From an optimization exercise on the open Yosys and OpenROAD flow, aimed at small area; shortcuts taken in it are not production practice.
RTL that was checked went through simulation tests only; none was proved equivalent to the original.

Setup of the reference run:
==> module conv_window_top, before the edit <==
module conv_window_top
(
	input  logic                                          i_sclk,
	input  logic                                          i_arst_n,
	input  logic                                          i_vsync,
	input  logic                                          i_valid,
	input  logic [(3 * 8)-1:0]                             i_tdata,
	output logic                                          o_vsync,
	output logic                                          o_hsync,
	output logic                                          o_valid,
	output logic [3*3*(3 * 8)-1:0]     o_tdata
);
	localparam int K       = 3;
	localparam int ROW_LEN = 16 - 1;                  
	localparam int CHAIN   = (K-1)*ROW_LEN + K;           
	localparam int NE      = K * K;
	localparam int CW      = $clog2(16);
	localparam int RW      = $clog2(12 + 1);
	logic [CW-1:0]          col;                          
	logic [RW-1:0]          row;                          
	logic                   first_pend;                   
	logic                   accept;
	logic                   win;                          
	logic [(3 * 8)-1:0]      pix_d;                        
	logic                   shift;                        
	logic [CHAIN*(3 * 8)-1:0] chain;                      
	assign accept = i_valid && !i_vsync;
	always_ff @(posedge i_sclk or negedge i_arst_n)
	begin
		if (!i_arst_n)
			row <= RW'(12);
		else if (i_vsync)
			row <= '0;
		else if (i_valid && (col == CW'(16 - 1)) && (row != RW'(12)))
			row <= row + 1'b1;
	end
	always_ff @(posedge i_sclk)
	begin
		if (i_vsync)
		begin
			col        <= '0;
			first_pend <= 1'b1;
		end
		else
		begin
			if (i_valid)
				col <= col + 1'b1;                        
			if (win)
				first_pend <= 1'b0;
		end
	end
	always_ff @(posedge i_sclk)
	begin
		pix_d <= i_tdata;
		shift <= accept && (col != CW'(16 - 1));
	end
	assign win = shift && !row[0] && (row >= RW'(K-1)) && (row < RW'(12)) &&
		col[0] && (col >= CW'(K));
	always_ff @(posedge i_sclk or negedge i_arst_n)
	begin
		if (!i_arst_n)
		begin
			o_valid <= 1'b0;
			o_hsync <= 1'b0;
			o_vsync <= 1'b0;
		end
		else
		begin
			o_valid <= win;
			o_hsync <= win && (col == CW'(K));
			o_vsync <= win && first_pend;
		end
	end
	always_ff @(posedge i_sclk)
	begin
		if (shift)
		begin
			chain <= {chain[(CHAIN-1)*(3 * 8)-1:0], pix_d};
		end
	end
	always_comb
	begin
		for (int rr = 0; rr < K; rr++)
			for (int cc = 0; cc < K; cc++)
			begin
				o_tdata[2*NE*8 + (NE-1-(rr*K+cc))*8 +: 8] = chain[((K-1-rr)*ROW_LEN + (K-1-cc))*(3 * 8) + 2*8 +: 8];
				o_tdata[  NE*8 + (NE-1-(rr*K+cc))*8 +: 8] = chain[((K-1-rr)*ROW_LEN + (K-1-cc))*(3 * 8) + 8 +: 8];
				o_tdata[            (NE-1-(rr*K+cc))*8 +: 8] = chain[((K-1-rr)*ROW_LEN + (K-1-cc))*(3 * 8) + 0 +: 8];
			end
	end
endmodule
Settings: LEC_CHECK=0, CAP_MARGIN=20, CORE_MARGIN=2, CORE_UTILIZATION=75, SLEW_MARGIN=20, BUFFER_PORTS_ARGS=-buffer_cell sky130_fd_sc_hd__buf_1, CTS_ARGS=-sink_clustering_enable -repair_clock_nets -dont_use_dummy_load -buf_list sky130_fd_sc_hd__clkbuf_8 -sink_clustering_size 20 -sink_clustering_max_diameter 60; clock period 4.0 ns.
standard.sh (not shown) runs the stock make flow with config.mk's settings and CLKGATE_MAP_FILE= SYNTH_SCRIPT=/design/flow/synth_recipe.tcl, a recipe that flattens the netlist after the stock synthesis.
==> flow/flow/run.sh <==
#!/bin/bash
# Standard ORFS layout with two changes:
#  - port buffers use the smallest buffer cell
#  - CTS: clkbuf_8 only, larger sink clusters, no dummy loads
set -euo pipefail
cat >> config.mk <<'CFG'
export BUFFER_PORTS_ARGS = -buffer_cell sky130_fd_sc_hd__buf_1
export CTS_ARGS = -sink_clustering_enable -repair_clock_nets -dont_use_dummy_load -buf_list sky130_fd_sc_hd__clkbuf_8 -sink_clustering_size 20 -sink_clustering_max_diameter 60
CFG
bash standard.sh > standard.log 2>&1
What the trial run does differently from the reference run at the input level:
-- flow/design.v --
<<< the reference run, line 26
	logic [RW-1:0]          row;                          
	logic                   first_pend;                   
	logic                   accept;
	logic                   win;                          
	logic [(3 * 8)-1:0]      pix_d;                        
	logic                   shift;                        
	logic [CHAIN*(3 * 8)-1:0] chain;                      
	assign accept = i_valid && !i_vsync;
	always_ff @(posedge i_sclk or negedge i_arst_n)
	begin
>>> the trial run, line 26
	logic [RW-1:0]          row;                          
	logic                   first_pend;                   
	logic                   emit;
	logic [(3 * 8)-1:0]      pix_d;                        
	logic                   shift;                        
	logic                   emit_d;
	logic                   row_first_d;
	logic                   frame_first_d;
	logic [CHAIN*(3 * 8)-1:0] chain;                      
	assign emit = i_valid && !i_vsync && !row[0] && (row >= RW'(K-1)) && (row < RW'(12)) &&
		!col[0] && (col >= CW'(K-1));
	always_ff @(posedge i_sclk or negedge i_arst_n)
	begin
<<< the reference run, line 52
			if (i_valid)
				col <= col + 1'b1;                        
			if (win)
				first_pend <= 1'b0;
		end
	end
>>> the trial run, line 55
			if (i_valid)
				col <= col + 1'b1;                        
			if (emit)
				first_pend <= 1'b0;
		end
	end
	always_ff @(posedge i_sclk or negedge i_arst_n)
	begin
		if (!i_arst_n)
		begin
			emit_d        <= 1'b0;
			row_first_d   <= 1'b0;
			frame_first_d <= 1'b0;
			o_valid       <= 1'b0;
			o_hsync       <= 1'b0;
			o_vsync       <= 1'b0;
		end
		else
		begin
			emit_d        <= emit;
			row_first_d   <= emit && (col == CW'(K-1));
			frame_first_d <= emit && first_pend;
			o_valid       <= emit_d;
			o_hsync       <= row_first_d;
			o_vsync       <= frame_first_d;
		end
	end
<<< the reference run, line 59
	begin
		pix_d <= i_tdata;
		shift <= accept && (col != CW'(16 - 1));
	end
	assign win = shift && !row[0] && (row >= RW'(K-1)) && (row < RW'(12)) &&
		col[0] && (col >= CW'(K));
	always_ff @(posedge i_sclk or negedge i_arst_n)
	begin
		if (!i_arst_n)
		begin
			o_valid <= 1'b0;
			o_hsync <= 1'b0;
			o_vsync <= 1'b0;
		end
		else
		begin
			o_valid <= win;
			o_hsync <= win && (col == CW'(K));
			o_vsync <= win && first_pend;
		end
	end
	always_ff @(posedge i_sclk)
>>> the trial run, line 83
	begin
		pix_d <= i_tdata;
		shift <= i_valid && (col != CW'(16 - 1));
	end
	always_ff @(posedge i_sclk)
Results
- Re number of buffers inserted during clock tree synthesis: no difference whatsoever between the reference run and the trial run.
- Delta (the trial run minus the reference run): post-synthesis simple-gate area fraction closely matched the old numbers, initial antenna violation count roughly the same.
- Summary of the trial run over the reference run: final wirelength increased about 1.7%, count of clock-net buffers in the final layout essentially unchanged, number of buffers added on ports essentially unchanged.
- Looking at layout net count, the trial run sits 0.41% above the reference run.
- met3 wire length of the trial run exceeds that of the reference run slightly.
- The post-route fraction of the period consumed by the critical path number comes out lower for the reference run vs the trial run.
Function not checked in the trial run: the RTL went through the layout flow alone.

separate check: timing with driven ports:
In the flow no input, the clock included, has a driving cell. The finished layouts below were timed again as built, in two steps. Step 1, drivers: a clkbuf_16 drives i_sclk and a buf_2 each remaining input, both assumed. Step 2 also shifts input and output timing later by t, the mid clock arrival at the registers, as if the neighbouring blocks saw the same clock. Slacks: no drivers / after step 1 / after step 2; pairs: no drivers / after step 1.
run	t, ns	slack for setup (ns)	worst register clock-pin slew, ns	worst slew at a driven data input, ns
the reference run	0.665	1.945 / 1.894 / 2.099	0.12 / 0.12	0.03
the trial run	0.663	1.916 / 1.867 / 1.851	0.11 / 0.11	0.03
After both steps setup and hold are still met in every run listed. For the trial run, which loses most, drivers alone change the setup slack by -0.049 ns; drivers and shift together by -0.065 ns.
